Background: an optimization exercise with open tools, aiming at small area, a short achievable clock period and few clock cycles per item. Do not read the settings as production practice.
Only the layout flow was run in this run; the RTL was not checked for function there.
Power is estimated from default activity; no workload was simulated.

<file path="flow/design.v">
module smult16_err_acc #(
  parameter int WIDTH = 16,
  parameter int OUTW  = 32,
  parameter int CNTW  = 16,
  parameter int ACCW  = 48
) (
  input  logic              clk,
  input  logic              rst_n,
  input  logic              start,
  input  logic [CNTW-1:0]   num_samples,
  input  logic              in_valid,
  output logic              in_ready,
  input  logic [WIDTH-1:0]  op_a,
  input  logic [WIDTH-1:0]  op_b,
  input  logic [OUTW-1:0]   p_approx,
  output logic              busy,
  output logic              done,
  output logic [CNTW-1:0]   err_count,
  output logic [ACCW-1:0]   sum_err,
  output logic [ACCW-1:0]   sum_abs_err,
  output logic [OUTW:0]     max_abs_err,
  output logic              overflow
);
  logic             busy_q, done_q, rdy_q;
  logic [CNTW-1:0]  rem_q;           
  logic             l1_q, l2_q, l3_q, l4_q;   
  logic             v1_q, v2_q;
  logic             clr_q;           
  logic             z_q;             
  wire go       = !busy_q && !done_q && start;
  wire accept   = rdy_q && in_valid;
  wire last_acc = accept && (rem_q == CNTW'(1));
  wire empty    = (num_samples == '0);
  always_ff @(posedge clk or negedge rst_n) begin
    if (!rst_n) begin
      busy_q <= 1'b0;
      done_q <= 1'b0;
      rdy_q  <= 1'b0;
      l1_q   <= 1'b0;
      l2_q   <= 1'b0;
      l3_q   <= 1'b0;
      l4_q   <= 1'b0;
      v1_q   <= 1'b0;
      v2_q   <= 1'b0;
      clr_q  <= 1'b0;
      z_q    <= 1'b0;
    end else begin
      done_q <= l4_q || z_q;
      busy_q <= go || (busy_q && !l4_q && !z_q);
      z_q    <= go && empty;
      rdy_q  <= go ? !empty : (rdy_q && !last_acc);
      l1_q   <= last_acc;
      l2_q   <= l1_q;
      l3_q   <= l2_q;
      l4_q   <= l3_q;
      v1_q   <= accept;
      v2_q   <= v1_q;
      clr_q  <= go;
    end
  end
  always_ff @(posedge clk) begin
    if (go) rem_q <= num_samples;
    else if (accept) rem_q <= rem_q - CNTW'(1);
  end
  logic [15:0] a_q;
  logic [31:0] p_q;
  logic        pc19_q;
  logic [7:0]  bone, btwo, bneg;
  wire  [16:0] bx = {op_b, 1'b0};
  wire  [5:0]  p_mid = {1'b0, p_approx[18:14]} + {5'b0, ~op_b[15]};
  always_ff @(posedge clk) begin
    a_q    <= op_a;
    p_q    <= {p_approx[31:19], p_mid[4:0], p_approx[13:0]};
    pc19_q <= p_mid[5];
    for (int i = 0; i < 8; i++) begin
      bone[i] <= bx[2*i+1] ^ bx[2*i];
      btwo[i] <= (bx[2*i+2] & ~bx[2*i+1] & ~bx[2*i]) | (~bx[2*i+2] & bx[2*i+1] & bx[2*i]);
      bneg[i] <= ~bx[2*i+2];
    end
  end
  wire pp0_0 = (bone[0] & a_q[0]) ^ bneg[0];
  wire pp0_1 = ((bone[0] & a_q[1]) | (btwo[0] & a_q[0])) ^ bneg[0];
  wire pp0_2 = ((bone[0] & a_q[2]) | (btwo[0] & a_q[1])) ^ bneg[0];
  wire pp0_3 = ((bone[0] & a_q[3]) | (btwo[0] & a_q[2])) ^ bneg[0];
  wire pp0_4 = ((bone[0] & a_q[4]) | (btwo[0] & a_q[3])) ^ bneg[0];
  wire pp0_5 = ((bone[0] & a_q[5]) | (btwo[0] & a_q[4])) ^ bneg[0];
  wire pp0_6 = ((bone[0] & a_q[6]) | (btwo[0] & a_q[5])) ^ bneg[0];
  wire pp0_7 = ((bone[0] & a_q[7]) | (btwo[0] & a_q[6])) ^ bneg[0];
  wire pp0_8 = ((bone[0] & a_q[8]) | (btwo[0] & a_q[7])) ^ bneg[0];
  wire pp0_9 = ((bone[0] & a_q[9]) | (btwo[0] & a_q[8])) ^ bneg[0];
  wire pp0_10 = ((bone[0] & a_q[10]) | (btwo[0] & a_q[9])) ^ bneg[0];
  wire pp0_11 = ((bone[0] & a_q[11]) | (btwo[0] & a_q[10])) ^ bneg[0];
  wire pp0_12 = ((bone[0] & a_q[12]) | (btwo[0] & a_q[11])) ^ bneg[0];
  wire pp0_13 = ((bone[0] & a_q[13]) | (btwo[0] & a_q[12])) ^ bneg[0];
  wire pp0_14 = ((bone[0] & a_q[14]) | (btwo[0] & a_q[13])) ^ bneg[0];
  wire pp0_15 = ((bone[0] & a_q[15]) | (btwo[0] & a_q[14])) ^ bneg[0];
  wire pp0_16 = ((bone[0] | btwo[0]) & a_q[15]) ^ bneg[0];
  wire pp1_0 = (bone[1] & a_q[0]) ^ bneg[1];
  wire pp1_1 = ((bone[1] & a_q[1]) | (btwo[1] & a_q[0])) ^ bneg[1];
  wire pp1_2 = ((bone[1] & a_q[2]) | (btwo[1] & a_q[1])) ^ bneg[1];
  wire pp1_3 = ((bone[1] & a_q[3]) | (btwo[1] & a_q[2])) ^ bneg[1];
  wire pp1_4 = ((bone[1] & a_q[4]) | (btwo[1] & a_q[3])) ^ bneg[1];
  wire pp1_5 = ((bone[1] & a_q[5]) | (btwo[1] & a_q[4])) ^ bneg[1];
  wire pp1_6 = ((bone[1] & a_q[6]) | (btwo[1] & a_q[5])) ^ bneg[1];
  wire pp1_7 = ((bone[1] & a_q[7]) | (btwo[1] & a_q[6])) ^ bneg[1];
  wire pp1_8 = ((bone[1] & a_q[8]) | (btwo[1] & a_q[7])) ^ bneg[1];
  wire pp1_9 = ((bone[1] & a_q[9]) | (btwo[1] & a_q[8])) ^ bneg[1];
  wire pp1_10 = ((bone[1] & a_q[10]) | (btwo[1] & a_q[9])) ^ bneg[1];
  wire pp1_11 = ((bone[1] & a_q[11]) | (btwo[1] & a_q[10])) ^ bneg[1];
  wire pp1_12 = ((bone[1] & a_q[12]) | (btwo[1] & a_q[11])) ^ bneg[1];
  wire pp1_13 = ((bone[1] & a_q[13]) | (btwo[1] & a_q[12])) ^ bneg[1];
  wire pp1_14 = ((bone[1] & a_q[14]) | (btwo[1] & a_q[13])) ^ bneg[1];
  wire pp1_15 = ((bone[1] & a_q[15]) | (btwo[1] & a_q[14])) ^ bneg[1];
  wire pp1_16 = ((bone[1] | btwo[1]) & a_q[15]) ^ bneg[1];
  wire ppn1 = ~pp1_16;
  wire pp2_0 = (bone[2] & a_q[0]) ^ bneg[2];
  wire pp2_1 = ((bone[2] & a_q[1]) | (btwo[2] & a_q[0])) ^ bneg[2];
  wire pp2_2 = ((bone[2] & a_q[2]) | (btwo[2] & a_q[1])) ^ bneg[2];
  wire pp2_3 = ((bone[2] & a_q[3]) | (btwo[2] & a_q[2])) ^ bneg[2];
  wire pp2_4 = ((bone[2] & a_q[4]) | (btwo[2] & a_q[3])) ^ bneg[2];
  wire pp2_5 = ((bone[2] & a_q[5]) | (btwo[2] & a_q[4])) ^ bneg[2];
  wire pp2_6 = ((bone[2] & a_q[6]) | (btwo[2] & a_q[5])) ^ bneg[2];
  wire pp2_7 = ((bone[2] & a_q[7]) | (btwo[2] & a_q[6])) ^ bneg[2];
  wire pp2_8 = ((bone[2] & a_q[8]) | (btwo[2] & a_q[7])) ^ bneg[2];
  wire pp2_9 = ((bone[2] & a_q[9]) | (btwo[2] & a_q[8])) ^ bneg[2];
  wire pp2_10 = ((bone[2] & a_q[10]) | (btwo[2] & a_q[9])) ^ bneg[2];
  wire pp2_11 = ((bone[2] & a_q[11]) | (btwo[2] & a_q[10])) ^ bneg[2];
  wire pp2_12 = ((bone[2] & a_q[12]) | (btwo[2] & a_q[11])) ^ bneg[2];
  wire pp2_13 = ((bone[2] & a_q[13]) | (btwo[2] & a_q[12])) ^ bneg[2];
  wire pp2_14 = ((bone[2] & a_q[14]) | (btwo[2] & a_q[13])) ^ bneg[2];
  wire pp2_15 = ((bone[2] & a_q[15]) | (btwo[2] & a_q[14])) ^ bneg[2];
  wire pp2_16 = ((bone[2] | btwo[2]) & a_q[15]) ^ bneg[2];
  wire ppn2 = ~pp2_16;
  wire pp3_0 = (bone[3] & a_q[0]) ^ bneg[3];
  wire pp3_1 = ((bone[3] & a_q[1]) | (btwo[3] & a_q[0])) ^ bneg[3];
  wire pp3_2 = ((bone[3] & a_q[2]) | (btwo[3] & a_q[1])) ^ bneg[3];
  wire pp3_3 = ((bone[3] & a_q[3]) | (btwo[3] & a_q[2])) ^ bneg[3];
  wire pp3_4 = ((bone[3] & a_q[4]) | (btwo[3] & a_q[3])) ^ bneg[3];
  wire pp3_5 = ((bone[3] & a_q[5]) | (btwo[3] & a_q[4])) ^ bneg[3];
  wire pp3_6 = ((bone[3] & a_q[6]) | (btwo[3] & a_q[5])) ^ bneg[3];
  wire pp3_7 = ((bone[3] & a_q[7]) | (btwo[3] & a_q[6])) ^ bneg[3];
  wire pp3_8 = ((bone[3] & a_q[8]) | (btwo[3] & a_q[7])) ^ bneg[3];
  wire pp3_9 = ((bone[3] & a_q[9]) | (btwo[3] & a_q[8])) ^ bneg[3];
  wire pp3_10 = ((bone[3] & a_q[10]) | (btwo[3] & a_q[9])) ^ bneg[3];
  wire pp3_11 = ((bone[3] & a_q[11]) | (btwo[3] & a_q[10])) ^ bneg[3];
  wire pp3_12 = ((bone[3] & a_q[12]) | (btwo[3] & a_q[11])) ^ bneg[3];
  wire pp3_13 = ((bone[3] & a_q[13]) | (btwo[3] & a_q[12])) ^ bneg[3];
  wire pp3_14 = ((bone[3] & a_q[14]) | (btwo[3] & a_q[13])) ^ bneg[3];
  wire pp3_15 = ((bone[3] & a_q[15]) | (btwo[3] & a_q[14])) ^ bneg[3];
  wire pp3_16 = ((bone[3] | btwo[3]) & a_q[15]) ^ bneg[3];
  wire ppn3 = ~pp3_16;
  wire pp4_0 = (bone[4] & a_q[0]) ^ bneg[4];
  wire pp4_1 = ((bone[4] & a_q[1]) | (btwo[4] & a_q[0])) ^ bneg[4];
  wire pp4_2 = ((bone[4] & a_q[2]) | (btwo[4] & a_q[1])) ^ bneg[4];
  wire pp4_3 = ((bone[4] & a_q[3]) | (btwo[4] & a_q[2])) ^ bneg[4];
  wire pp4_4 = ((bone[4] & a_q[4]) | (btwo[4] & a_q[3])) ^ bneg[4];
  wire pp4_5 = ((bone[4] & a_q[5]) | (btwo[4] & a_q[4])) ^ bneg[4];
  wire pp4_6 = ((bone[4] & a_q[6]) | (btwo[4] & a_q[5])) ^ bneg[4];
  wire pp4_7 = ((bone[4] & a_q[7]) | (btwo[4] & a_q[6])) ^ bneg[4];
  wire pp4_8 = ((bone[4] & a_q[8]) | (btwo[4] & a_q[7])) ^ bneg[4];
  wire pp4_9 = ((bone[4] & a_q[9]) | (btwo[4] & a_q[8])) ^ bneg[4];
  wire pp4_10 = ((bone[4] & a_q[10]) | (btwo[4] & a_q[9])) ^ bneg[4];
  wire pp4_11 = ((bone[4] & a_q[11]) | (btwo[4] & a_q[10])) ^ bneg[4];
  wire pp4_12 = ((bone[4] & a_q[12]) | (btwo[4] & a_q[11])) ^ bneg[4];
  wire pp4_13 = ((bone[4] & a_q[13]) | (btwo[4] & a_q[12])) ^ bneg[4];
  wire pp4_14 = ((bone[4] & a_q[14]) | (btwo[4] & a_q[13])) ^ bneg[4];
  wire pp4_15 = ((bone[4] & a_q[15]) | (btwo[4] & a_q[14])) ^ bneg[4];
  wire pp4_16 = ((bone[4] | btwo[4]) & a_q[15]) ^ bneg[4];
  wire ppn4 = ~pp4_16;
  wire pp5_0 = (bone[5] & a_q[0]) ^ bneg[5];
  wire pp5_1 = ((bone[5] & a_q[1]) | (btwo[5] & a_q[0])) ^ bneg[5];
  wire pp5_2 = ((bone[5] & a_q[2]) | (btwo[5] & a_q[1])) ^ bneg[5];
  wire pp5_3 = ((bone[5] & a_q[3]) | (btwo[5] & a_q[2])) ^ bneg[5];
  wire pp5_4 = ((bone[5] & a_q[4]) | (btwo[5] & a_q[3])) ^ bneg[5];
  wire pp5_5 = ((bone[5] & a_q[5]) | (btwo[5] & a_q[4])) ^ bneg[5];
  wire pp5_6 = ((bone[5] & a_q[6]) | (btwo[5] & a_q[5])) ^ bneg[5];
  wire pp5_7 = ((bone[5] & a_q[7]) | (btwo[5] & a_q[6])) ^ bneg[5];
  wire pp5_8 = ((bone[5] & a_q[8]) | (btwo[5] & a_q[7])) ^ bneg[5];
  wire pp5_9 = ((bone[5] & a_q[9]) | (btwo[5] & a_q[8])) ^ bneg[5];
  wire pp5_10 = ((bone[5] & a_q[10]) | (btwo[5] & a_q[9])) ^ bneg[5];
  wire pp5_11 = ((bone[5] & a_q[11]) | (btwo[5] & a_q[10])) ^ bneg[5];
  wire pp5_12 = ((bone[5] & a_q[12]) | (btwo[5] & a_q[11])) ^ bneg[5];
  wire pp5_13 = ((bone[5] & a_q[13]) | (btwo[5] & a_q[12])) ^ bneg[5];
  wire pp5_14 = ((bone[5] & a_q[14]) | (btwo[5] & a_q[13])) ^ bneg[5];
  wire pp5_15 = ((bone[5] & a_q[15]) | (btwo[5] & a_q[14])) ^ bneg[5];
  wire pp5_16 = ((bone[5] | btwo[5]) & a_q[15]) ^ bneg[5];
  wire ppn5 = ~pp5_16;
  wire pp6_0 = (bone[6] & a_q[0]) ^ bneg[6];
  wire pp6_1 = ((bone[6] & a_q[1]) | (btwo[6] & a_q[0])) ^ bneg[6];
  wire pp6_2 = ((bone[6] & a_q[2]) | (btwo[6] & a_q[1])) ^ bneg[6];
  wire pp6_3 = ((bone[6] & a_q[3]) | (btwo[6] & a_q[2])) ^ bneg[6];
  wire pp6_4 = ((bone[6] & a_q[4]) | (btwo[6] & a_q[3])) ^ bneg[6];
  wire pp6_5 = ((bone[6] & a_q[5]) | (btwo[6] & a_q[4])) ^ bneg[6];
  wire pp6_6 = ((bone[6] & a_q[6]) | (btwo[6] & a_q[5])) ^ bneg[6];
  wire pp6_7 = ((bone[6] & a_q[7]) | (btwo[6] & a_q[6])) ^ bneg[6];
  wire pp6_8 = ((bone[6] & a_q[8]) | (btwo[6] & a_q[7])) ^ bneg[6];
  wire pp6_9 = ((bone[6] & a_q[9]) | (btwo[6] & a_q[8])) ^ bneg[6];
  wire pp6_10 = ((bone[6] & a_q[10]) | (btwo[6] & a_q[9])) ^ bneg[6];
  wire pp6_11 = ((bone[6] & a_q[11]) | (btwo[6] & a_q[10])) ^ bneg[6];
  wire pp6_12 = ((bone[6] & a_q[12]) | (btwo[6] & a_q[11])) ^ bneg[6];
  wire pp6_13 = ((bone[6] & a_q[13]) | (btwo[6] & a_q[12])) ^ bneg[6];
  wire pp6_14 = ((bone[6] & a_q[14]) | (btwo[6] & a_q[13])) ^ bneg[6];
  wire pp6_15 = ((bone[6] & a_q[15]) | (btwo[6] & a_q[14])) ^ bneg[6];
  wire pp6_16 = ((bone[6] | btwo[6]) & a_q[15]) ^ bneg[6];
  wire ppn6 = ~pp6_16;
  wire pp7_0 = (bone[7] & a_q[0]) ^ bneg[7];
  wire pp7_1 = ((bone[7] & a_q[1]) | (btwo[7] & a_q[0])) ^ bneg[7];
  wire pp7_2 = ((bone[7] & a_q[2]) | (btwo[7] & a_q[1])) ^ bneg[7];
  wire pp7_3 = ((bone[7] & a_q[3]) | (btwo[7] & a_q[2])) ^ bneg[7];
  wire pp7_4 = ((bone[7] & a_q[4]) | (btwo[7] & a_q[3])) ^ bneg[7];
  wire pp7_5 = ((bone[7] & a_q[5]) | (btwo[7] & a_q[4])) ^ bneg[7];
  wire pp7_6 = ((bone[7] & a_q[6]) | (btwo[7] & a_q[5])) ^ bneg[7];
  wire pp7_7 = ((bone[7] & a_q[7]) | (btwo[7] & a_q[6])) ^ bneg[7];
  wire pp7_8 = ((bone[7] & a_q[8]) | (btwo[7] & a_q[7])) ^ bneg[7];
  wire pp7_9 = ((bone[7] & a_q[9]) | (btwo[7] & a_q[8])) ^ bneg[7];
  wire pp7_10 = ((bone[7] & a_q[10]) | (btwo[7] & a_q[9])) ^ bneg[7];
  wire pp7_11 = ((bone[7] & a_q[11]) | (btwo[7] & a_q[10])) ^ bneg[7];
  wire pp7_12 = ((bone[7] & a_q[12]) | (btwo[7] & a_q[11])) ^ bneg[7];
  wire pp7_13 = ((bone[7] & a_q[13]) | (btwo[7] & a_q[12])) ^ bneg[7];
  wire pp7_14 = ((bone[7] & a_q[14]) | (btwo[7] & a_q[13])) ^ bneg[7];
  wire pp7_15 = ((bone[7] & a_q[15]) | (btwo[7] & a_q[14])) ^ bneg[7];
  wire pp7_16 = ((bone[7] | btwo[7]) & a_q[15]) ^ bneg[7];
  wire ppn7 = ~pp7_16;
  wire ppn0 = ~pp0_16;
  wire pn31 = ~p_q[31];
  wire s1 = bneg[4] ^ p_q[8];
  wire c2 = bneg[4] & p_q[8];
  wire s3 = p_q[9] ^ pp0_9;
  wire c4 = p_q[9] & pp0_9;
  wire s5 = bneg[5] ^ p_q[10] ^ pp0_10;
  wire c6 = (bneg[5] & p_q[10]) | (pp0_10 & (bneg[5] ^ p_q[10]));
  wire s7 = pp1_8 ^ pp2_6;
  wire c8 = pp1_8 & pp2_6;
  wire s9 = p_q[11] ^ pp0_11 ^ pp1_9;
  wire c10 = (p_q[11] & pp0_11) | (pp1_9 & (p_q[11] ^ pp0_11));
  wire s11 = pp2_7 ^ pp3_5;
  wire c12 = pp2_7 & pp3_5;
  wire s13 = bneg[6] ^ p_q[12] ^ pp0_12;
  wire c14 = (bneg[6] & p_q[12]) | (pp0_12 & (bneg[6] ^ p_q[12]));
  wire s15 = pp1_10 ^ pp2_8 ^ pp3_6;
  wire c16 = (pp1_10 & pp2_8) | (pp3_6 & (pp1_10 ^ pp2_8));
  wire s17 = pp4_4 ^ pp5_2;
  wire c18 = pp4_4 & pp5_2;
  wire s19 = p_q[13] ^ pp0_13 ^ pp1_11;
  wire c20 = (p_q[13] & pp0_13) | (pp1_11 & (p_q[13] ^ pp0_13));
  wire s21 = pp2_9 ^ pp3_7 ^ pp4_5;
  wire c22 = (pp2_9 & pp3_7) | (pp4_5 & (pp2_9 ^ pp3_7));
  wire s23 = pp5_3 ^ pp6_1;
  wire c24 = pp5_3 & pp6_1;
  wire s25 = p_q[14] ^ pp0_14 ^ pp1_12;
  wire c26 = (p_q[14] & pp0_14) | (pp1_12 & (p_q[14] ^ pp0_14));
  wire s27 = pp2_10 ^ pp3_8 ^ pp4_6;
  wire c28 = (pp2_10 & pp3_8) | (pp4_6 & (pp2_10 ^ pp3_8));
  wire s29 = pp5_4 ^ pp6_2 ^ pp7_0;
  wire c30 = (pp5_4 & pp6_2) | (pp7_0 & (pp5_4 ^ pp6_2));
  wire s31 = p_q[15] ^ pp0_15 ^ pp1_13;
  wire c32 = (p_q[15] & pp0_15) | (pp1_13 & (p_q[15] ^ pp0_15));
  wire s33 = pp2_11 ^ pp3_9 ^ pp4_7;
  wire c34 = (pp2_11 & pp3_9) | (pp4_7 & (pp2_11 ^ pp3_9));
  wire s35 = pp5_5 ^ pp6_3 ^ pp7_1;
  wire c36 = (pp5_5 & pp6_3) | (pp7_1 & (pp5_5 ^ pp6_3));
  wire s37 = p_q[16] ^ pp1_14 ^ pp2_12;
  wire c38 = (p_q[16] & pp1_14) | (pp2_12 & (p_q[16] ^ pp1_14));
  wire s39 = pp3_10 ^ pp4_8 ^ pp5_6;
  wire c40 = (pp3_10 & pp4_8) | (pp5_6 & (pp3_10 ^ pp4_8));
  wire s41 = pp6_4 ^ pp7_2 ^ pp0_16;
  wire c42 = (pp6_4 & pp7_2) | (pp0_16 & (pp6_4 ^ pp7_2));
  wire s43 = p_q[17] ^ pp1_15 ^ pp2_13;
  wire c44 = (p_q[17] & pp1_15) | (pp2_13 & (p_q[17] ^ pp1_15));
  wire s45 = pp3_11 ^ pp4_9 ^ pp5_7;
  wire c46 = (pp3_11 & pp4_9) | (pp5_7 & (pp3_11 ^ pp4_9));
  wire s47 = pp6_5 ^ pp7_3 ^ pp0_16;
  wire c48 = (pp6_5 & pp7_3) | (pp0_16 & (pp6_5 ^ pp7_3));
  wire s49 = p_q[18] ^ pp2_14 ^ pp3_12;
  wire c50 = (p_q[18] & pp2_14) | (pp3_12 & (p_q[18] ^ pp2_14));
  wire s51 = pp4_10 ^ pp5_8 ^ pp6_6;
  wire c52 = (pp4_10 & pp5_8) | (pp6_6 & (pp4_10 ^ pp5_8));
  wire s53 = pp7_4 ^ ppn1 ^ ppn0;
  wire c54 = (pp7_4 & ppn1) | (ppn0 & (pp7_4 ^ ppn1));
  wire s55 = ~(p_q[19] ^ pc19_q);
  wire c56 = p_q[19] | pc19_q;
  wire s57 = pp2_15 ^ pp3_13 ^ pp4_11;
  wire c58 = (pp2_15 & pp3_13) | (pp4_11 & (pp2_15 ^ pp3_13));
  wire s59 = pp5_9 ^ pp6_7 ^ pp7_5;
  wire c60 = (pp5_9 & pp6_7) | (pp7_5 & (pp5_9 ^ pp6_7));
  wire s61 = p_q[20] ^ pp3_14 ^ pp4_12;
  wire c62 = (p_q[20] & pp3_14) | (pp4_12 & (p_q[20] ^ pp3_14));
  wire s63 = pp5_10 ^ pp6_8 ^ pp7_6;
  wire c64 = (pp5_10 & pp6_8) | (pp7_6 & (pp5_10 ^ pp6_8));
  wire s65 = ~(p_q[21] ^ pp3_15);
  wire c66 = p_q[21] | pp3_15;
  wire s67 = pp4_13 ^ pp5_11;
  wire c68 = pp4_13 & pp5_11;
  wire s69 = p_q[22] ^ pp4_14 ^ pp5_12;
  wire c70 = (p_q[22] & pp4_14) | (pp5_12 & (p_q[22] ^ pp4_14));
  wire s71 = ~p_q[23];
  wire s73 = bneg[2] ^ p_q[4];
  wire c74 = bneg[2] & p_q[4];
  wire s75 = p_q[5] ^ pp0_5;
  wire c76 = p_q[5] & pp0_5;
  wire s77 = bneg[3] ^ p_q[6] ^ pp0_6;
  wire c78 = (bneg[3] & p_q[6]) | (pp0_6 & (bneg[3] ^ p_q[6]));
  wire s79 = pp1_4 ^ pp2_2;
  wire c80 = pp1_4 & pp2_2;
  wire s81 = p_q[7] ^ pp0_7 ^ pp1_5;
  wire c82 = (p_q[7] & pp0_7) | (pp1_5 & (p_q[7] ^ pp0_7));
  wire s83 = pp2_3 ^ pp3_1;
  wire c84 = pp2_3 & pp3_1;
  wire s85 = s1 ^ pp0_8 ^ pp1_6;
  wire c86 = (s1 & pp0_8) | (pp1_6 & (s1 ^ pp0_8));
  wire s87 = pp2_4 ^ pp3_2 ^ pp4_0;
  wire c88 = (pp2_4 & pp3_2) | (pp4_0 & (pp2_4 ^ pp3_2));
  wire s89 = c2 ^ pp1_7 ^ pp2_5;
  wire c90 = (c2 & pp1_7) | (pp2_5 & (c2 ^ pp1_7));
  wire s91 = pp3_3 ^ pp4_1 ^ s3;
  wire c92 = (pp3_3 & pp4_1) | (s3 & (pp3_3 ^ pp4_1));
  wire s93 = pp3_4 ^ pp4_2 ^ pp5_0;
  wire c94 = (pp3_4 & pp4_2) | (pp5_0 & (pp3_4 ^ pp4_2));
  wire s95 = c4 ^ s7 ^ s5;
  wire c96 = (c4 & s7) | (s5 & (c4 ^ s7));
  wire s97 = pp4_3 ^ pp5_1 ^ c8;
  wire c98 = (pp4_3 & pp5_1) | (c8 & (pp4_3 ^ pp5_1));
  wire s99 = s11 ^ c6 ^ s9;
  wire c100 = (s11 & c6) | (s9 & (s11 ^ c6));
  wire s101 = pp6_0 ^ c12 ^ s17;
  wire c102 = (pp6_0 & c12) | (s17 & (pp6_0 ^ c12));
  wire s103 = c10 ^ s13 ^ s15;
  wire c104 = (c10 & s13) | (s15 & (c10 ^ s13));
  wire s105 = c18 ^ s23 ^ c14;
  wire c106 = (c18 & s23) | (c14 & (c18 ^ s23));
  wire s107 = c16 ^ s19 ^ s21;
  wire c108 = (c16 & s19) | (s21 & (c16 ^ s19));
  wire s109 = c24 ^ c20 ^ c22;
  wire c110 = (c24 & c20) | (c22 & (c24 ^ c20));
  wire s111 = s25 ^ s27 ^ s29;
  wire c112 = (s25 & s27) | (s29 & (s25 ^ s27));
  wire s113 = c26 ^ c28 ^ c30;
  wire c114 = (c26 & c28) | (c30 & (c26 ^ c28));
  wire s115 = s31 ^ s33 ^ s35;
  wire c116 = (s31 & s33) | (s35 & (s31 ^ s33));
  wire s117 = c32 ^ c34 ^ c36;
  wire c118 = (c32 & c34) | (c36 & (c32 ^ c34));
  wire s119 = s37 ^ s39 ^ s41;
  wire c120 = (s37 & s39) | (s41 & (s37 ^ s39));
  wire s121 = c38 ^ c40 ^ c42;
  wire c122 = (c38 & c40) | (c42 & (c38 ^ c40));
  wire s123 = s43 ^ s45 ^ s47;
  wire c124 = (s43 & s45) | (s47 & (s43 ^ s45));
  wire s125 = c44 ^ c46 ^ c48;
  wire c126 = (c44 & c46) | (c48 & (c44 ^ c46));
  wire s127 = s49 ^ s51 ^ s53;
  wire c128 = (s49 & s51) | (s53 & (s49 ^ s51));
  wire s129 = s55 ^ c50 ^ c52;
  wire c130 = (s55 & c50) | (c52 & (s55 ^ c50));
  wire s131 = c54 ^ s57 ^ s59;
  wire c132 = (c54 & s57) | (s59 & (c54 ^ s57));
  wire s133 = c56 ^ ppn2 ^ c58;
  wire c134 = (c56 & ppn2) | (c58 & (c56 ^ ppn2));
  wire s135 = c60 ^ s61 ^ s63;
  wire c136 = (c60 & s61) | (s63 & (c60 ^ s61));
  wire s137 = pp6_9 ^ pp7_7 ^ s65;
  wire c138 = (pp6_9 & pp7_7) | (s65 & (pp6_9 ^ pp7_7));
  wire s139 = s67 ^ c62 ^ c64;
  wire c140 = (s67 & c62) | (c64 & (s67 ^ c62));
  wire s141 = pp6_10 ^ pp7_8 ^ ppn3;
  wire c142 = (pp6_10 & pp7_8) | (ppn3 & (pp6_10 ^ pp7_8));
  wire s143 = c66 ^ c68 ^ s69;
  wire c144 = (c66 & c68) | (s69 & (c66 ^ c68));
  wire s145 = s71 ^ pp4_15 ^ pp5_13;
  wire c146 = (s71 & pp4_15) | (pp5_13 & (s71 ^ pp4_15));
  wire s147 = pp6_11 ^ pp7_9 ^ c70;
  wire c148 = (pp6_11 & pp7_9) | (c70 & (pp6_11 ^ pp7_9));
  wire s149 = p_q[23] ^ p_q[24] ^ pp5_14;
  wire c150 = (p_q[23] & p_q[24]) | (pp5_14 & (p_q[23] ^ p_q[24]));
  wire s151 = pp6_12 ^ pp7_10 ^ ppn4;
  wire c152 = (pp6_12 & pp7_10) | (ppn4 & (pp6_12 ^ pp7_10));
  wire s153 = ~(p_q[25] ^ pp5_15);
  wire c154 = p_q[25] | pp5_15;
  wire s155 = pp6_13 ^ pp7_11;
  wire c156 = pp6_13 & pp7_11;
  wire s157 = p_q[26] ^ pp6_14 ^ pp7_12;
  wire c158 = (p_q[26] & pp6_14) | (pp7_12 & (p_q[26] ^ pp6_14));
  wire s159 = ~p_q[27];
  wire s161 = bneg[1] ^ p_q[2];
  wire c162 = bneg[1] & p_q[2];
  wire s163 = p_q[3] ^ pp0_3;
  wire c164 = p_q[3] & pp0_3;
  wire s165 = s73 ^ pp0_4 ^ pp1_2;
  wire c166 = (s73 & pp0_4) | (pp1_2 & (s73 ^ pp0_4));
  wire s167 = c74 ^ pp1_3 ^ pp2_1;
  wire c168 = (c74 & pp1_3) | (pp2_1 & (c74 ^ pp1_3));
  wire s169 = pp3_0 ^ c76 ^ s79;
  wire c170 = (pp3_0 & c76) | (s79 & (pp3_0 ^ c76));
  wire s171 = c80 ^ s83 ^ c78;
  wire c172 = (c80 & s83) | (c78 & (c80 ^ s83));
  wire s173 = c84 ^ c82 ^ s85;
  wire c174 = (c84 & c82) | (s85 & (c84 ^ c82));
  wire s175 = c86 ^ c88 ^ s89;
  wire c176 = (c86 & c88) | (s89 & (c86 ^ c88));
  wire s177 = c90 ^ s93 ^ c92;
  wire c178 = (c90 & s93) | (c92 & (c90 ^ s93));
  wire s179 = c94 ^ s97 ^ c96;
  wire c180 = (c94 & s97) | (c96 & (c94 ^ s97));
  wire s181 = c98 ^ s101 ^ c100;
  wire c182 = (c98 & s101) | (c100 & (c98 ^ s101));
  wire s183 = c102 ^ s105 ^ c104;
  wire c184 = (c102 & s105) | (c104 & (c102 ^ s105));
  wire s185 = c106 ^ s109 ^ c108;
  wire c186 = (c106 & s109) | (c108 & (c106 ^ s109));
  wire s187 = c110 ^ s113 ^ c112;
  wire c188 = (c110 & s113) | (c112 & (c110 ^ s113));
  wire s189 = c114 ^ s117 ^ c116;
  wire c190 = (c114 & s117) | (c116 & (c114 ^ s117));
  wire s191 = c118 ^ s121 ^ c120;
  wire c192 = (c118 & s121) | (c120 & (c118 ^ s121));
  wire s193 = c122 ^ s125 ^ c124;
  wire c194 = (c122 & s125) | (c124 & (c122 ^ s125));
  wire s195 = c126 ^ s129 ^ c128;
  wire c196 = (c126 & s129) | (c128 & (c126 ^ s129));
  wire s197 = c130 ^ s133 ^ c132;
  wire c198 = (c130 & s133) | (c132 & (c130 ^ s133));
  wire s199 = s137 ^ c134 ^ s139;
  wire c200 = (s137 & c134) | (s139 & (s137 ^ c134));
  wire s201 = s141 ^ c138 ^ c140;
  wire c202 = (s141 & c138) | (c140 & (s141 ^ c138));
  wire s203 = c142 ^ s145 ^ s147;
  wire c204 = (c142 & s145) | (s147 & (c142 ^ s145));
  wire s205 = c146 ^ s149 ^ s151;
  wire c206 = (c146 & s149) | (s151 & (c146 ^ s149));
  wire s207 = s153 ^ s155 ^ c150;
  wire c208 = (s153 & s155) | (c150 & (s153 ^ s155));
  wire s209 = ppn5 ^ c154 ^ c156;
  wire c210 = (ppn5 & c154) | (c156 & (ppn5 ^ c154));
  wire s211 = s159 ^ pp6_15 ^ pp7_13;
  wire c212 = (s159 & pp6_15) | (pp7_13 & (s159 ^ pp6_15));
  wire s213 = p_q[27] ^ p_q[28] ^ pp7_14;
  wire c214 = (p_q[27] & p_q[28]) | (pp7_14 & (p_q[27] ^ p_q[28]));
  wire s215 = ~p_q[29];
  wire s217 = bneg[0] ^ p_q[0];
  wire c218 = bneg[0] & p_q[0];
  wire s219 = p_q[1] ^ pp0_1;
  wire c220 = p_q[1] & pp0_1;
  wire s221 = s161 ^ pp0_2 ^ pp1_0;
  wire c222 = (s161 & pp0_2) | (pp1_0 & (s161 ^ pp0_2));
  wire s223 = c162 ^ pp1_1 ^ s163;
  wire c224 = (c162 & pp1_1) | (s163 & (c162 ^ pp1_1));
  wire s225 = pp2_0 ^ c164 ^ s165;
  wire c226 = (pp2_0 & c164) | (s165 & (pp2_0 ^ c164));
  wire s227 = s75 ^ c166 ^ s167;
  wire c228 = (s75 & c166) | (s167 & (s75 ^ c166));
  wire s229 = c168 ^ s77 ^ s169;
  wire c230 = (c168 & s77) | (s169 & (c168 ^ s77));
  wire s231 = s81 ^ c170 ^ s171;
  wire c232 = (s81 & c170) | (s171 & (s81 ^ c170));
  wire s233 = s87 ^ c172 ^ s173;
  wire c234 = (s87 & c172) | (s173 & (s87 ^ c172));
  wire s235 = s91 ^ c174 ^ s175;
  wire c236 = (s91 & c174) | (s175 & (s91 ^ c174));
  wire s237 = c176 ^ s95 ^ s177;
  wire c238 = (c176 & s95) | (s177 & (c176 ^ s95));
  wire s239 = s99 ^ c178 ^ s179;
  wire c240 = (s99 & c178) | (s179 & (s99 ^ c178));
  wire s241 = s103 ^ c180 ^ s181;
  wire c242 = (s103 & c180) | (s181 & (s103 ^ c180));
  wire s243 = s107 ^ c182 ^ s183;
  wire c244 = (s107 & c182) | (s183 & (s107 ^ c182));
  wire s245 = s111 ^ c184 ^ s185;
  wire c246 = (s111 & c184) | (s185 & (s111 ^ c184));
  wire s247 = s115 ^ c186 ^ s187;
  wire c248 = (s115 & c186) | (s187 & (s115 ^ c186));
  wire s249 = s119 ^ c188 ^ s189;
  wire c250 = (s119 & c188) | (s189 & (s119 ^ c188));
  wire s251 = s123 ^ c190 ^ s191;
  wire c252 = (s123 & c190) | (s191 & (s123 ^ c190));
  wire s253 = s127 ^ c192 ^ s193;
  wire c254 = (s127 & c192) | (s193 & (s127 ^ c192));
  wire s255 = s131 ^ c194 ^ s195;
  wire c256 = (s131 & c194) | (s195 & (s131 ^ c194));
  wire s257 = s135 ^ c196 ^ s197;
  wire c258 = (s135 & c196) | (s197 & (s135 ^ c196));
  wire s259 = c136 ^ c198 ^ s199;
  wire c260 = (c136 & c198) | (s199 & (c136 ^ c198));
  wire s261 = s143 ^ c200 ^ s201;
  wire c262 = (s143 & c200) | (s201 & (s143 ^ c200));
  wire s263 = c144 ^ c202 ^ s203;
  wire c264 = (c144 & c202) | (s203 & (c144 ^ c202));
  wire s265 = c148 ^ s205 ^ c204;
  wire c266 = (c148 & s205) | (c204 & (c148 ^ s205));
  wire s267 = c152 ^ s207 ^ c206;
  wire c268 = (c152 & s207) | (c206 & (c152 ^ s207));
  wire s269 = s157 ^ s209 ^ c208;
  wire c270 = (s157 & s209) | (c208 & (s157 ^ s209));
  wire s271 = c158 ^ s211 ^ c210;
  wire c272 = (c158 & s211) | (c210 & (c158 ^ s211));
  wire s273 = ppn6 ^ c212 ^ s213;
  wire c274 = (ppn6 & c212) | (s213 & (ppn6 ^ c212));
  wire s275 = s215 ^ pp7_15 ^ c214;
  wire c276 = (s215 & pp7_15) | (c214 & (s215 ^ pp7_15));
  wire s277 = p_q[29] ^ p_q[30] ^ ppn7;
  wire c278 = (p_q[29] & p_q[30]) | (ppn7 & (p_q[29] ^ p_q[30]));
  wire [32:0] row0 = {1'b1, c278, c276, c274, c272, c270, c268, c266, c264, c262, c260, c258, c256, c254, c252, c250, c248, c246, c244, c242, c240, c238, c236, c234, c232, c230, c228, c226, c224, c222, c220, c218, s217};
  wire [32:0] row1 = {1'b0, pn31, s277, s275, s273, s271, s269, s267, s265, s263, s261, s259, s257, s255, s253, s251, s249, s247, s245, s243, s241, s239, s237, s235, s233, s231, s229, s227, s225, s223, s221, s219, pp0_0};
  localparam int LO = 6;
  wire  [LO:0]   lo_sum = {1'b0, row0[LO-1:0]} + {1'b0, row1[LO-1:0]};
  logic [32:0]   r0_q;
  logic [32:LO]  r1_q;
  logic          rc_q;
  always_ff @(posedge clk) begin
    r0_q <= {row0[32:LO], lo_sum[LO-1:0]};
    r1_q <= row1[32:LO];
    rc_q <= lo_sum[LO];
  end
  wire [33-LO:0] d_hi = {r0_q[32:LO], 1'b1} + {r1_q, rc_q};
  wire [32:0]    d    = {d_hi[33-LO:1], r0_q[LO-1:0]};
  wire        ds = d[32];
  wire [31:0] dx = d[31:0] ^ {32{ds}};
  logic [31:0] x_q;
  logic        s_q;
  always_ff @(posedge clk or negedge rst_n) begin
    if (!rst_n) begin
      x_q <= '0;
      s_q <= 1'b0;
    end else begin
      x_q <= v2_q ? dx : '0;
      s_q <= v2_q & ds;
    end
  end
  logic [CNTW-1:0] cnt_q;
  logic [19:0]     el_q;                  
  logic [27:0]     eh_q;
  logic [23:0]     al_q, ah_q;            
  logic [31:0]     max_q;
  logic            ovf_q;
  logic            ec_q, ac_q;            
  logic [12:0]     dh_q;                  
  wire kp = ~clr_q;
  wire [31:0] dd    = x_q ^ {32{s_q}};                        
  wire [20:0] el_n  = {1'b0, el_q} + {1'b0, dd[19:0]};
  wire [28:0] eh_c  = {eh_q, 1'b1} + {{15{dh_q[12]}}, dh_q, ec_q};   
  wire [27:0] eh_n  = eh_c[28:1];
  wire        wrap  = (eh_q[27] == dh_q[12]) && (eh_n[27] != dh_q[12]);
  wire [25:0] al_n  = {1'b0, al_q, 1'b1} + {1'b0, x_q[23:0], s_q};   
  wire [24:0] ah_c  = {ah_q, 1'b1} + {16'b0, x_q[31:24], ac_q};    
  wire [23:0] ah_n  = ah_c[24:1];
  wire [33:0] cmp   = {1'b0, x_q, 1'b1} + {1'b0, ~max_q, s_q};    
  wire [31:0] absd  = x_q + {31'b0, s_q};
  wire        nz    = s_q | (|x_q);
  always_ff @(posedge clk or negedge rst_n) begin
    if (!rst_n) begin
      cnt_q <= '0;
      el_q  <= '0;
      eh_q  <= '0;
      al_q  <= '0;
      ah_q  <= '0;
      max_q <= '0;
      ovf_q <= 1'b0;
      ec_q  <= 1'b0;
      ac_q  <= 1'b0;
      dh_q  <= '0;
    end else begin
      cnt_q <= (cnt_q + CNTW'(nz)) & {CNTW{kp}};
      el_q  <= el_n[19:0] & {20{kp}};
      ec_q  <= el_n[20];
      dh_q  <= {s_q, dd[31:20]};
      eh_q  <= eh_n & {28{kp}};
      ovf_q <= (ovf_q | wrap) & kp;
      al_q  <= al_n[24:1] & {24{kp}};
      ac_q  <= al_n[25];
      ah_q  <= ah_n & {24{kp}};
      max_q <= (cmp[33] ? absd : max_q) & {32{kp}};
    end
  end
  assign in_ready    = rdy_q;
  assign busy        = busy_q;
  assign done        = done_q;
  assign err_count   = cnt_q;
  assign sum_err     = {eh_q, el_q};
  assign sum_abs_err = {ah_q, al_q};
  assign max_abs_err = {1'b0, max_q};
  assign overflow    = ovf_q;
endmodule
</file>
<file path="flow/flow/run.sh">
#!/bin/bash
# The standard layout (standard.sh: unchanged synthesis and steps), with two changes:
# ports are buffered with buf_1 cells, and the resizer's setup repair aims for a margin.
set -e
export SETUP_SLACK_MARGIN=5.4
export BUFFER_PORTS_ARGS="-buffer_cell sky130_fd_sc_hd__buf_1"
bash standard.sh > standard_flow.log 2>&1
</file>
<file path="flow/standard.sh">
#!/bin/bash
# synth_recipe.tcl (not shown) runs the flow's synth.tcl, then flattens the netlist and writes it again
# the make line also repeats each setting of config.mk as NAME=value (left out here)
make -C /OpenROAD-flow-scripts/flow DESIGN_CONFIG=/design/flow/config.mk WORK_HOME=/design/flow/orfs CLKGATE_MAP_FILE= SYNTH_SCRIPT=/design/flow/synth_recipe.tcl "${@:-finish}"
</file>
<file path="flow/config.mk">
export PLATFORM = sky130hd
export DESIGN_NAME = smult16_err_acc
export DESIGN_NICKNAME = smult16_err_acc
export VERILOG_FILES = /design/flow/design.v
export SDC_FILE = /design/flow/constraint.sdc
export NUM_CORES = 4
export LEC_CHECK = 0
export CAP_MARGIN = 20
export CORE_MARGIN = 2
export CORE_UTILIZATION = 40
export SLEW_MARGIN = 20
</file>
<file path="flow/constraint.sdc">
create_clock -name core_clock -period 8.5 [get_ports {clk}]
set_input_delay 1.7000 -clock core_clock [delete_from_list [all_inputs] [get_ports {clk}]]
set_output_delay 1.7000 -clock core_clock [all_outputs]
set_load 0.01 [all_outputs]
</file>
==> run summary <==
final setup fails=0; P_leak=12.4 nW; CTS tree=built; status=no timing/DRC/antenna violations; synthesized flop and latch total=352; vias=17,600; Final period util=37.7%; cts bufs inserted=41; Warnings, synthesis=1; crit path kind=reg2reg; row cnt=88; diode count=0; fin. max-slew vios=0; clk sinks=352; compound-gate portion of the synthesized area=14.6%; Rel. slew slack=41.8%; Post-Synth Adder-Cell Area=19.8%; Setup Skew=0.0232 ns; XOR/XNOR Fraction of Synth Area=13.3%; Clock Tree Root=clkbuf_16; hold endpoint=l2_q$_DFF_PN0_; nets@finish=2,942; drt first pass iters=6; Initial Util=40.3%; drt first-iter violations=1,048; cts hold-fix bufs=0; Max FO, Critical Path=3; worst reg2reg path depth=12; largest family of logic cells by synthesized area=adder cells; post-synthesis sequential area ratio=35.4%; vias per cell=5.23; Pwr Density=232 nW/um^2; unrepaired setup endpoints after global routing=yes; Worst Path Required=8.95 ns; GPL Wtd Cong=0.905; final worst path period need=3.20 ns; Die Y=245 um; commonest non-fill, non-tap cell in the layout=buf_1; setup_tns=0 ns; Worst VDD drop=0.000124 V; Worst setup EP type=register; H-tree depth=2; post-place setup slack=4.52 ns; Tightest Pin Transition=0.873 ns; Fmax achieved=312 MHz; final worst slack=5.30 ns; Synth top area share=22.0%; dominant cells by area after synthesis=dfrtp_1, dfxtp_1, fa_1; most frequent cells in the layout=buf_1, nor2_1, inv_1, dfrtp_1, xnor2_1; Syn Nets=2,751; R2R Setup Slk=5.30 ns; Tot GR Track Use=19.2%; Port-buffer cells=231; netlist area before placement=23,200 sq um; startpoint type of the worst setup path=register; Reg clk slew, reported paths=0.06 ns; DIE WIDTH=245 um; max_cap viols=0; largest net degree at the start of global routing=77; residual DRC count=0; num ports=233; total routed wirelength=59.1 mm; Distinct cells, synth=68; slowest CP cell=dfrtp_4; Syn Area/Cell=9.78 sq um; HP Class=reg2reg; initial antenna violation count=0; Simple-Gate Fraction of Synth Area=10.8%; CP cell instances=ha_1 -> ha_1 -> fa_1 -> a21o_1 -> a21oi_2 -> o21ba_2 -> o21a_1 -> o21ai_0 -> a211oi_2 -> o21bai_1 -> a21oi_2 -> mux2_2; dominant synthesized flop cell=dfrtp_1; Post-synth EDFFs=16; post-synthesis mux area share=0.619%; Critical Path AT=3.66 ns; hold slack=0.346 ns; DP HPWL=42.8 mm; Clock Path Buffers=3; max incr delay on CP=0.50 ns; core area=57,600 sq um; hold path depth=0; post-synth top area cell=dfrtp_1; Final Hold Fails=0; vias in the first global route=17,600; R2R Path End=el_q[18]$_DFF_PN0_; worst skew pair latency=0.58 ns; first-pass GRT wire length=93.5 mm; WL/cell=17.6 um; Post-Synthesis Cells=2,374; synthesis-to-finish area growth=14.6%; FFs w/ async S/R, synth=58.0%; CP startpoint=s_q$_DFF_PN0_; total power=6.18 mW; R2R Path Start=s_q$_DFF_PN0_; share of cells above drive strength 1=7.40%; Final Core Density=46.2%; Routed Antenna Nets=0; total die area=60,000 sq um; Hold Crit Start=l1_q$_DFF_PN0_; total gr overflow=0
## stage by stage
step | std cells | instance area (sq um)
2_1_floorplan | 2374 | 23200
5_1_grt | 3361 | 26600
4_1_cts | 3343 | 26200
3_3_place_gp | 3259 | 24600
6_report | 3361 | 26600
3_5_place_dp | 3259 | 24600
## layout make-up
type,instances,area [sq um]
clock buffer,63,1260
timing repair buffer,268,1260
sequential,352,8350
tap,765,957
multi-input combinational,1695,13900
clock inverter,11,131
fill,5437,31000
inverter,207,790
## worst max-delay path, delay by kind of cell (launching register included)
| kind | cells | cell delay (ns) |
|---|---|---|
| multiplexers | 1 | 0.34 |
| adder cells (fa/ha/maj) | 3 | 0.94 |
| flip-flops | 1 | 0.50 |
| AO/OA/AOI/OAI | 8 | 1.33 |
## state kept, by name, summed over array words and instances, names as in the netlist, 13 cells and up
signal  flops
max_q      32
p_q        32
r0_q       32
x_q        32
eh_q       28
r1_q       26
ah_q       24
al_q       24
el_q       20
a_q        16
cnt_q      16
rem_q      16
dh_q       13
## cell usage after synthesis (3+ instances only)
master	instances
nand2_1	84
o31ai_1	8
mux2i_1	11
nand2b_1	19
o21ai_0	83
a21o_1	63
fa_1	123
nand4_1	26
o211ai_1	5
o21a_1	14
a31oi_1	11
xnor2_1	196
a211oi_1	38
o21ai_1	3
or2_2	6
ha_1	170
nand3_1	49
a221oi_1	4
o21bai_1	17
mux2_2	3
and2_1	11
or3_1	18
nor3_1	38
and3_1	16
xor2_1	157
nor2b_1	20
a2111oi_0	6
a22oi_1	121
a211o_1	3
clkbuf_1	107
a21oi_1	97
a31o_2	3
nor2_1	209
buf_1	8
and4_1	8
dfrtp_1	204
or4_1	3
edfxtp_1	16
nor4_1	18
inv_1	206
dfxtp_1	132
o2111ai_1	5
## worst max path at each step
stage	endpoint	cells after the start
after floorplan	el_q[18]$_DFF_PN0_	13
after global placement	el_q[18]$_DFF_PN0_	12
after detailed placement	el_q[18]$_DFF_PN0_	12
after CTS	el_q[18]$_DFF_PN0_	12
after global routing	el_q[18]$_DFF_PN0_	12
final	el_q[18]$_DFF_PN0_	12
## power by group
| group | leakage (nW) | internal, mW | total, mW | switching, mW |
|---|---|---|---|---|
| Clock | 0.688 | 1.08 | 1.80 | 0.715 |
| Combinational | 7.56 | 1.10 | 2.39 | 1.29 |
| Sequential | 4.15 | 1.86 | 1.99 | 0.125 |
| Total | 12.4 | 4.05 | 6.18 | 2.13 |
## layer usage
metal / vias to the layer above / share of wire [%] / GRT usage [%]
li1: 8474 / - / -
met2: 493 / 48 / 32.1
met1: 8482 / 44 / 25.3
met3: 119 / 5.0 / 3.19
met5: - / 0 / 0
met4: 0 / 2.8 / 6.47
## cells by family (layout without fill, tap and decap cells)
family                     after synthesis  in the layout
and+or+nand+nor                        530            530
xor gates and xnor gates               353            353
buffers and inverters                  327            549
AOI/OAI and AO/OA                      504            504
other                                    1              1
adders and majority gates              293            293
muxes                                   14             14
DFF                                    352            352
## what timing repair did
item                       CTS  global route
gates cloned                 0             3
pin swaps                    2            12
buffers inserted            10            15
hold endpoints to repair     0             0
setup endpoints to repair  109            76
gates resized for setup     58            56

afterwards: timing with drivers on the ports:
How much do the figures lean on ideal ports? The routed layout below was timed once more, with nothing changed but the port constraints.
Step 1 sets driving cells, clkbuf_16 on the clock port and buf_2 on the other inputs (assumed; they add their load-dependent delay and slew).
Step 2 times the ports against the registers' clock, not the clock port: input delays grow and output delays shrink by t, the midpoint of the rising clock arrivals with the driver on.
a / b / c = ideal ports / drivers / drivers and shift; a / b = the first two.
t (ns): 0.625
slack for setup (ns): 5.297 / 5.297 / 5.081
hold WS [ns]: 0.346 / 0.346 / 0.346
worst setup path after step 2: input to register
worst register clock-pin slew, ns: 0.06 / 0.06
After both steps setup and hold are still met in this run. The setup slack of this run moves by 0.000 ns with the drivers and by -0.216 ns with both steps.
